What follows belongs to an exercise in optimizing a design on an open flow for small area; a production flow would make more cautious choices. RTL that was checked went through simulation tests only; none was proved equivalent to the original. Power is estimated from default activity; no workload was simulated.

==> inputs of branch sierra <==
==> flow/design.v <==
package hwsw_pkg;
   localparam int COORD_W = 10;
   localparam logic [1:0] IDLE_P = 2'd0;
   localparam logic [1:0] X_P    = 2'd1;
   localparam logic [1:0] Y_P    = 2'd2;
   localparam logic [1:0] ST_P   = 2'd3;
   localparam logic [1:0] S_IDLE    = 2'd0;
   localparam logic [1:0] S_CAPTURE = 2'd1;
   localparam logic [1:0] S_ACK     = 2'd2;
   localparam int REC_W = 2*COORD_W + 6;
endpackage
module hwsw_obj_slot #(
   parameter int SLOT_IDX = 0,
   parameter int SCREEN_H = 480
) (
   input  logic                         clk,
   input  logic                         reset,
   input  logic                         wr_x,        
   input  logic                         wr_x_n,
   input  logic                         wr_y,        
   input  logic                         wr_y_n,
   input  logic                         wr_st,       
   input  logic                         wr_st_n,
   input  logic [31:0]                  wr_data,
   input  logic                         commit,
   input  logic                         commit_n,
   output logic [hwsw_pkg::COORD_W-1:0] active_x,
   output logic [hwsw_pkg::COORD_W-1:0] active_y,
   output logic [2:0]                   active_state,
   output logic [2:0]                   active_typ
);
   localparam int CW = hwsw_pkg::COORD_W;
   localparam bit YFLIP = 1'b0;
   localparam logic [CW-1:0] SCREEN_H_C = CW'(SCREEN_H);
   logic [CW-1:0] sh_x_q, sh_y_q;
   logic [2:0]    sh_st_q, sh_ty_q;
   logic [CW-1:0] ac_x_q, ac_y_q;
   logic [2:0]    ac_st_q, ac_ty_q;
   logic [CW-1:0] y_in;
   assign y_in = (YFLIP && (SLOT_IDX != 0)) ? SCREEN_H_C - wr_data[CW-1:0]
                                            : wr_data[CW-1:0];
   always_ff @(posedge clk) begin
      sh_x_q  <= ({CW{wr_x}}  & wr_data[CW-1:0]) | ({CW{wr_x_n}}  & sh_x_q);
      sh_y_q  <= ({CW{wr_y}}  & y_in)            | ({CW{wr_y_n}}  & sh_y_q);
      sh_st_q <= ({3{wr_st}}  & wr_data[2:0])    | ({3{wr_st_n}}  & sh_st_q);
      sh_ty_q <= ({3{wr_st}}  & wr_data[5:3])    | ({3{wr_st_n}}  & sh_ty_q);
   end
   always_ff @(posedge clk or posedge reset) begin
      if (reset) begin
         ac_x_q  <= '0;
         ac_y_q  <= '0;
         ac_st_q <= '0;
         ac_ty_q <= '0;
      end else begin
         ac_x_q  <= ({CW{commit}} & sh_x_q)  | ({CW{commit_n}} & ac_x_q);
         ac_y_q  <= ({CW{commit}} & sh_y_q)  | ({CW{commit_n}} & ac_y_q);
         ac_st_q <= ({3{commit}}  & sh_st_q) | ({3{commit_n}}  & ac_st_q);
         ac_ty_q <= ({3{commit}}  & sh_ty_q) | ({3{commit_n}}  & ac_ty_q);
      end
   end
   assign active_x     = ac_x_q;
   assign active_y     = ac_y_q;
   assign active_state = ac_st_q;
   assign active_typ   = ac_ty_q;
endmodule
module hwsw_frame_commit #(
   parameter int NUM_OBJ  = 16,
   parameter int SCREEN_H = 480
) (
   input  logic                                 clk,
   input  logic                                 reset,
   input  logic [1:0]                           to_hw_sig,
   input  logic [NUM_OBJ*32-1:0]                to_hw_data,
   input  logic                                 frame_start,
   output logic [1:0]                           to_sw_sig,
   output logic [NUM_OBJ*hwsw_pkg::COORD_W-1:0] obj_x,
   output logic [NUM_OBJ*hwsw_pkg::COORD_W-1:0] obj_y,
   output logic [NUM_OBJ*3-1:0]                 obj_state,
   output logic [NUM_OBJ*3-1:0]                 obj_type,
   output logic                                 frame_committed,
   output logic                                 proto_err
);
   localparam int CW = hwsw_pkg::COORD_W;
   logic [1:0]  state_q, state_d;
   logic [1:0]  cur_phase_q, cur_phase_d;
   logic [1:0]  to_sw_sig_q, to_sw_sig_d;
   logic [2:0]  seen_mask_q, seen_mask_d;
   logic        frame_committed_q, frame_committed_d;
   logic        proto_err_q, proto_err_d;
   logic        commit;
   logic [1:0]  wr_phase;
   logic [2:0]  cur_bit;
   logic        wr_x, wr_y, wr_st;
   always_comb begin
      case (cur_phase_q)
         hwsw_pkg::X_P:  cur_bit = 3'b010;
         hwsw_pkg::Y_P:  cur_bit = 3'b100;
         hwsw_pkg::ST_P: cur_bit = 3'b001;
         default:        cur_bit = 3'b000;
      endcase
   end
   always_comb begin
      state_d           = state_q;
      cur_phase_d       = cur_phase_q;
      to_sw_sig_d       = to_sw_sig_q;
      proto_err_d       = proto_err_q;
      commit            = frame_start && (seen_mask_q == 3'b111);
      frame_committed_d = commit;
      wr_phase          = (state_q == hwsw_pkg::S_CAPTURE) ? cur_phase_q : hwsw_pkg::IDLE_P;
      seen_mask_d       = commit ? 3'b000 : seen_mask_q;
      case (state_q)
         hwsw_pkg::S_IDLE: begin
            to_sw_sig_d = 2'd0;
            if (to_hw_sig != 2'd0) begin
               cur_phase_d = to_hw_sig;
               state_d     = hwsw_pkg::S_CAPTURE;
            end
         end
         hwsw_pkg::S_CAPTURE: begin
            seen_mask_d = seen_mask_d | cur_bit;
            to_sw_sig_d = cur_phase_q;
            state_d     = hwsw_pkg::S_ACK;
         end
         hwsw_pkg::S_ACK: begin
            if (to_hw_sig == 2'd0) begin
               to_sw_sig_d = 2'd0;
               state_d     = hwsw_pkg::S_IDLE;
            end else if (to_hw_sig != cur_phase_q) begin
               proto_err_d = 1'b1;
            end
         end
         default: begin
            to_sw_sig_d = 2'd0;
            state_d     = hwsw_pkg::S_IDLE;
         end
      endcase
   end
   always_ff @(posedge clk or posedge reset) begin
      if (reset) begin
         state_q           <= hwsw_pkg::S_IDLE;
         cur_phase_q       <= hwsw_pkg::IDLE_P;
         to_sw_sig_q       <= 2'd0;
         seen_mask_q       <= 3'b000;
         frame_committed_q <= 1'b0;
         proto_err_q       <= 1'b0;
      end else begin
         state_q           <= state_d;
         cur_phase_q       <= cur_phase_d;
         to_sw_sig_q       <= to_sw_sig_d;
         seen_mask_q       <= seen_mask_d;
         frame_committed_q <= frame_committed_d;
         proto_err_q       <= proto_err_d;
      end
   end
   assign wr_x            = (wr_phase == hwsw_pkg::X_P);
   assign wr_y            = (wr_phase == hwsw_pkg::Y_P);
   assign wr_st           = (wr_phase == hwsw_pkg::ST_P);
   assign to_sw_sig       = to_sw_sig_q;
   assign frame_committed = frame_committed_q;
   assign proto_err       = proto_err_q;
   for (genvar i = 0; i < NUM_OBJ; i++) begin : g_slot
      hwsw_obj_slot #(
         .SLOT_IDX (i),
         .SCREEN_H (SCREEN_H)
      ) u_slot (
         .clk          (clk),
         .reset        (reset),
         .wr_x         (wr_x),
         .wr_x_n       (~wr_x),
         .wr_y         (wr_y),
         .wr_y_n       (~wr_y),
         .wr_st        (wr_st),
         .wr_st_n      (~wr_st),
         .wr_data      (to_hw_data[32*i +: 32]),
         .commit       (commit),
         .commit_n     (~commit),
         .active_x     (obj_x[CW*i +: CW]),
         .active_y     (obj_y[CW*i +: CW]),
         .active_state (obj_state[3*i +: 3]),
         .active_typ   (obj_type[3*i +: 3])
      );
   end
endmodule
==> flow/flow/run.sh <==
#!/bin/bash
# Own layout flow: the standard ORFS flow (standard.sh, synthesis
# unchanged), with smaller port buffers, a lighter clock tree and synthesis's
# speed-sized gates brought back to their smallest drive strength.
# Power grid, tap cells, placement and routing are the standard flow's.
set -euo pipefail
cd "$(dirname "$0")/.."
HERE="$(pwd)"

# Every input and output port still gets its own buffer; it is buf_1 rather
# than the flow's default pick, as the ports only drive/see light loads.
export BUFFER_PORTS_ARGS="-buffer_cell sky130_fd_sc_hd__buf_1"

# After floorplan: smallest drive strength for each logic gate; placement's
# repair_design and the later timing repairs size up where needed.
export POST_FLOORPLAN_TCL="$HERE/flow/downsize.tcl"

# Clock tree of clkbuf_8 clusters, without the dummy loads CTS adds for
# balancing.
export CTS_ARGS="-sink_clustering_enable -repair_clock_nets -dont_use_dummy_load -buf_list {sky130_fd_sc_hd__clkbuf_8} -sink_clustering_size 18 -sink_clustering_max_diameter 80"

bash standard.sh > standard_flow.log 2>&1
==> flow/flow/downsize.tcl <==
# Swap every combinational logic cell to the smallest drive strength of the
# same cell (same function and pins). Synthesis sizes some cells up for speed
# that this design does not need; later repair steps size up again wherever
# slew, capacitance or timing call for it.
set db [ord::get_db]
set block [[$db getChip] getBlock]
set dont_use [list]
if { [info exists ::env(DONT_USE_CELLS)] } { set dont_use $::env(DONT_USE_CELLS) }
set masters [dict create]
foreach lib [$db getLibs] {
  foreach m [$lib getMasters] {
    set n [$m getName]
    if { [regexp {^(sky130_fd_sc_hd__[a-z0-9]+)_([0-9]+)$} $n -> base drv] } {
      if { [lsearch -exact $dont_use $n] >= 0 } { continue }
      dict lappend masters $base $m
    }
  }
}
set swapped 0
foreach inst [$block getInsts] {
  set m [$inst getMaster]
  set n [$m getName]
  if { ![regexp {^(sky130_fd_sc_hd__[a-z0-9]+)_([0-9]+)$} $n -> base drv] } { continue }
  set short [string range $base 16 end]
  if { [regexp {^(df|dl|sdf|edf|sedf|tap|fill|decap|conb|clk|buf|inv|bufinv|dly|diode|probe|lpflow|macro)} $short] } { continue }
  if { ![dict exists $masters $base] } { continue }
  set best $m
  set best_area [expr { [$m getWidth] * [$m getHeight] }]
  foreach c [dict get $masters $base] {
    set a [expr { [$c getWidth] * [$c getHeight] }]
    if { $a < $best_area } { set best $c; set best_area $a }
  }
  if { $best ne $m } {
    $inst swapMaster $best
    incr swapped
  }
}
puts "downsize: swapped $swapped cells to smaller drive strengths"
==> flow/standard.sh <==
#!/bin/bash
# synth_recipe.tcl (not shown) runs the flow's synth.tcl, then flattens the netlist and writes it again
# the make line also repeats each setting of config.mk as NAME=value (left out here)
make -C /OpenROAD-flow-scripts/flow DESIGN_CONFIG=/design/flow/config.mk WORK_HOME=/design/flow/orfs CLKGATE_MAP_FILE= SYNTH_SCRIPT=/design/flow/synth_recipe.tcl "${@:-finish}"
==> flow/config.mk <==
export PLATFORM = sky130hd
export DESIGN_NAME = hwsw_frame_commit
export DESIGN_NICKNAME = hwsw_frame_commit
export VERILOG_FILES = /design/flow/design.v
export SDC_FILE = /design/flow/constraint.sdc
export NUM_CORES = 4
export LEC_CHECK = 0
export CAP_MARGIN = 20
export CORE_MARGIN = 2
export CORE_UTILIZATION = 40
export SLEW_MARGIN = 20
export SYNTH_HIERARCHICAL = 1
export SYNTH_MINIMUM_KEEP_SIZE = 0
==> flow/constraint.sdc <==
create_clock -name core_clock -period 5.0 [get_ports {clk}]
set_input_delay 1.0000 -clock core_clock [delete_from_list [all_inputs] [get_ports {clk}]]
set_output_delay 1.0000 -clock core_clock [all_outputs]
set_load 0.01 [all_outputs]
==> branch xenon (differences from branch sierra) <==
==> flow/flow/run.sh (replaced) <==
#!/bin/bash
# Own layout flow: the standard ORFS flow, with smaller port buffers and
# a lighter clock tree. Everything else (synthesis, floorplan, power grid,
# tap cells, placement, routing) is the standard flow unchanged.
set -euo pipefail
cd "$(dirname "$0")/.."

# Every input and output port still gets its own buffer; it is buf_1 rather
# than the flow's default pick, as the ports only drive/see light loads.
export BUFFER_PORTS_ARGS="-buffer_cell sky130_fd_sc_hd__buf_1"

# Clock tree without the dummy loads CTS adds for balancing.
export CTS_ARGS="-sink_clustering_enable -repair_clock_nets -dont_use_dummy_load -buf_list {${CTS_BUFS:-sky130_fd_sc_hd__clkbuf_8}} -sink_clustering_size ${CTS_SIZE:-18} -sink_clustering_max_diameter ${CTS_DIAM:-50}"

bash standard.sh > standard_flow.log 2>&1
--- a/flow/config.mk
+++ b/flow/config.mk
@@ -7,2 +7,3 @@
 export LEC_CHECK = 0
+export ABC_AREA = 1
 export CAP_MARGIN = 20
removed: flow/flow/downsize.tcl
==> branch pepper (differences from branch sierra) <==
--- a/flow/design.v
+++ b/flow/design.v
@@ -18,10 +18,6 @@
    input  logic                         wr_x,        
-   input  logic                         wr_x_n,
    input  logic                         wr_y,        
-   input  logic                         wr_y_n,
    input  logic                         wr_st,       
-   input  logic                         wr_st_n,
    input  logic [31:0]                  wr_data,
    input  logic                         commit,
-   input  logic                         commit_n,
    output logic [hwsw_pkg::COORD_W-1:0] active_x,
@@ -42,6 +38,8 @@
    always_ff @(posedge clk) begin
-      sh_x_q  <= ({CW{wr_x}}  & wr_data[CW-1:0]) | ({CW{wr_x_n}}  & sh_x_q);
-      sh_y_q  <= ({CW{wr_y}}  & y_in)            | ({CW{wr_y_n}}  & sh_y_q);
-      sh_st_q <= ({3{wr_st}}  & wr_data[2:0])    | ({3{wr_st_n}}  & sh_st_q);
-      sh_ty_q <= ({3{wr_st}}  & wr_data[5:3])    | ({3{wr_st_n}}  & sh_ty_q);
+      if (wr_x)  sh_x_q  <= wr_data[CW-1:0];
+      if (wr_y)  sh_y_q  <= y_in;
+      if (wr_st) begin
+         sh_st_q <= wr_data[2:0];
+         sh_ty_q <= wr_data[5:3];
+      end
    end
@@ -53,7 +51,7 @@
          ac_ty_q <= '0;
-      end else begin
-         ac_x_q  <= ({CW{commit}} & sh_x_q)  | ({CW{commit_n}} & ac_x_q);
-         ac_y_q  <= ({CW{commit}} & sh_y_q)  | ({CW{commit_n}} & ac_y_q);
-         ac_st_q <= ({3{commit}}  & sh_st_q) | ({3{commit_n}}  & ac_st_q);
-         ac_ty_q <= ({3{commit}}  & sh_ty_q) | ({3{commit_n}}  & ac_ty_q);
+      end else if (commit) begin
+         ac_x_q  <= sh_x_q;
+         ac_y_q  <= sh_y_q;
+         ac_st_q <= sh_st_q;
+         ac_ty_q <= sh_ty_q;
       end
@@ -92,3 +90,2 @@
    logic [2:0]  cur_bit;
-   logic        wr_x, wr_y, wr_st;
    always_comb begin
@@ -154,5 +151,2 @@
    end
-   assign wr_x            = (wr_phase == hwsw_pkg::X_P);
-   assign wr_y            = (wr_phase == hwsw_pkg::Y_P);
-   assign wr_st           = (wr_phase == hwsw_pkg::ST_P);
    assign to_sw_sig       = to_sw_sig_q;
@@ -167,11 +161,7 @@
          .reset        (reset),
-         .wr_x         (wr_x),
-         .wr_x_n       (~wr_x),
-         .wr_y         (wr_y),
-         .wr_y_n       (~wr_y),
-         .wr_st        (wr_st),
-         .wr_st_n      (~wr_st),
+         .wr_x         (wr_phase == hwsw_pkg::X_P),
+         .wr_y         (wr_phase == hwsw_pkg::Y_P),
+         .wr_st        (wr_phase == hwsw_pkg::ST_P),
          .wr_data      (to_hw_data[32*i +: 32]),
          .commit       (commit),
-         .commit_n     (~commit),
          .active_x     (obj_x[CW*i +: CW]),
==> flow/run.sh (new file) <==
#!/bin/bash
# synth_recipe.tcl (not shown) runs the flow's synth.tcl, then flattens the netlist and writes it again
# the make line also repeats each setting of config.mk as NAME=value (left out here)
make -C /OpenROAD-flow-scripts/flow DESIGN_CONFIG=/design/flow/config.mk WORK_HOME=/design/flow/orfs CLKGATE_MAP_FILE= SYNTH_SCRIPT=/design/flow/synth_recipe.tcl finish
--- a/flow/config.mk
+++ b/flow/config.mk
@@ -7,7 +7,6 @@
 export LEC_CHECK = 0
+export ABC_AREA = 1
 export CAP_MARGIN = 20
 export CORE_MARGIN = 2
-export CORE_UTILIZATION = 40
+export CORE_UTILIZATION = 60
 export SLEW_MARGIN = 20
-export SYNTH_HIERARCHICAL = 1
-export SYNTH_MINIMUM_KEEP_SIZE = 0
removed: flow/flow/run.sh
removed: flow/flow/downsize.tcl
removed: flow/standard.sh
==> branch onyx (differences from branch sierra) <==
--- a/flow/flow/run.sh
+++ b/flow/flow/run.sh
@@ -19,3 +19,3 @@
 # balancing.
-export CTS_ARGS="-sink_clustering_enable -repair_clock_nets -dont_use_dummy_load -buf_list {sky130_fd_sc_hd__clkbuf_8} -sink_clustering_size 18 -sink_clustering_max_diameter 80"
+export CTS_ARGS="-sink_clustering_enable -repair_clock_nets -dont_use_dummy_load -buf_list {sky130_fd_sc_hd__clkbuf_8} -sink_clustering_size 19 -sink_clustering_max_diameter 80"
 
--- a/flow/flow/downsize.tcl
+++ b/flow/flow/downsize.tcl
@@ -24,3 +24,3 @@
   set short [string range $base 16 end]
-  if { [regexp {^(df|dl|sdf|edf|sedf|tap|fill|decap|conb|clk|buf|inv|bufinv|dly|diode|probe|lpflow|macro)} $short] } { continue }
+  if { [regexp {^(df|dl|sdf|edf|sedf|tap|fill|decap|conb|clk|buf|bufinv|dly|diode|probe|lpflow|macro)} $short] } { continue }
   if { ![dict exists $masters $base] } { continue }
--- a/flow/config.mk
+++ b/flow/config.mk
@@ -7,6 +7,6 @@
 export LEC_CHECK = 0
-export CAP_MARGIN = 20
+export CAP_MARGIN = 5
 export CORE_MARGIN = 2
 export CORE_UTILIZATION = 40
-export SLEW_MARGIN = 20
+export SLEW_MARGIN = 5
 export SYNTH_HIERARCHICAL = 1
==> reports/qor.txt <==
status: complete, no violations
largest net degree at the start of global routing: 201
Slew Limit Headroom: 12.6%
clock buffer count in the final layout: 95
CP cell instances: nand4_1 -> buf_4 -> buf_12 -> nand2_1 -> nand2_1
GR peak layer: met2
Pint: 14.3 mW
Area growth syn-to-layout: 12.1%
Worst path depth: 5
met2 WL: 38.8 mm
pwr dens: 693 mW/mm^2
That was branch xenon.
==> reports/qor.txt <==
status: complete, no violations
GR peak layer: met2
Pint: 13.8 mW
Worst path depth: 6
Area growth syn-to-layout: 10.0%
Final Wtd Congestion: 0.802
CP cell instances: nand2_1 -> nor3_2 -> buf_12 -> inv_6 -> buf_4 -> a22o_1
die area: 0.0724 sq mm
crit end category: flip-flop
met2 WL: 37.9 mm
pwr dens: 687 mW/mm^2
Syn Std Cell Area: 0.0281 sq mm
clock buffer count in the final layout: 51
Buffers excl. clock: 606
Slew Limit Headroom: 20.3%
That was branch onyx.
==> reports/qor.txt <==
status: complete, no violations
comb pwr: 6.74 mW
Pint: 13.8 mW
GR peak layer: met2
Worst path depth: 6
largest net degree at the start of global routing: 211
CP Capture Point: g_slot[9].u_slot.sh_x_q[9]
clock share of power: 14.0%
met2 WL: 37.2 mm
post-synthesis cell type count: 24
Slew Limit Headroom: 17.9%
#FFs+latches synth: 843
CP cell instances: nand2_1 -> nor3_2 -> buf_12 -> inv_6 -> buf_4 -> a22o_1
clock buffer count in the final layout: 53
Area growth syn-to-layout: 10.3%
That was branch sierra.
==> reports/qor.txt <==
status: stopped before the end
stopping stage: I/O pin placement (3_2_place_iop)
tool error message: [ERROR PPL-0024] Number of IO pins (937) exceeds maximum number of available positions (806). Increase the die perimeter from 898.92um to 1274.32um.
Synth Area in XOR/XNOR: 0%
list of most frequent post-synthesis cells: 851 x nand2_1, 427 x dfrtp_1, 420 x o21ai_0
mux contribution to synthesized area: 0%
Synth Area in Simple Gates: 11.1%
Post-synth EDFFs: 416
post-synthesis cell type count: 15
Mapped Cells: 2,275
Synth Area in Compound Gates: 7.26%
That was branch pepper.
No functional check of the RTL was part of branch pepper.

[separate check: timing with driven ports]
In the flow no input, the clock included, has a driving cell. The finished layouts below were timed again as built, in two steps.
Step 1, drivers: a clkbuf_16 drives clk and a buf_2 each remaining input, both assumed.
Step 2 times the ports against the registers' clock, not the clock port: input delays grow and output delays shrink by t, the midpoint of the rising clock arrivals with the driver on.
a / b / c = ideal ports / drivers / drivers and shift; a / b = the first two.
run	t, ns	setup WS [ns]	hold slack, ns	worst setup path after step 2	cell pins on the clock port's net
branch sierra	0.734	1.580 / 1.580 / 1.580	0.473 / 0.473 / 0.473	register to register	1
branch xenon	0.725	2.255 / 2.255 / 1.558	0.358 / 0.358 / 0.358	input to register	1
branch onyx	0.713	1.653 / 1.653 / 1.653	0.436 / 0.436 / 0.436	register to register	1
After both steps setup and hold are still met in every run listed. For branch xenon, which loses most, drivers alone change the setup slack by 0.000 ns; drivers and shift together by -0.697 ns.
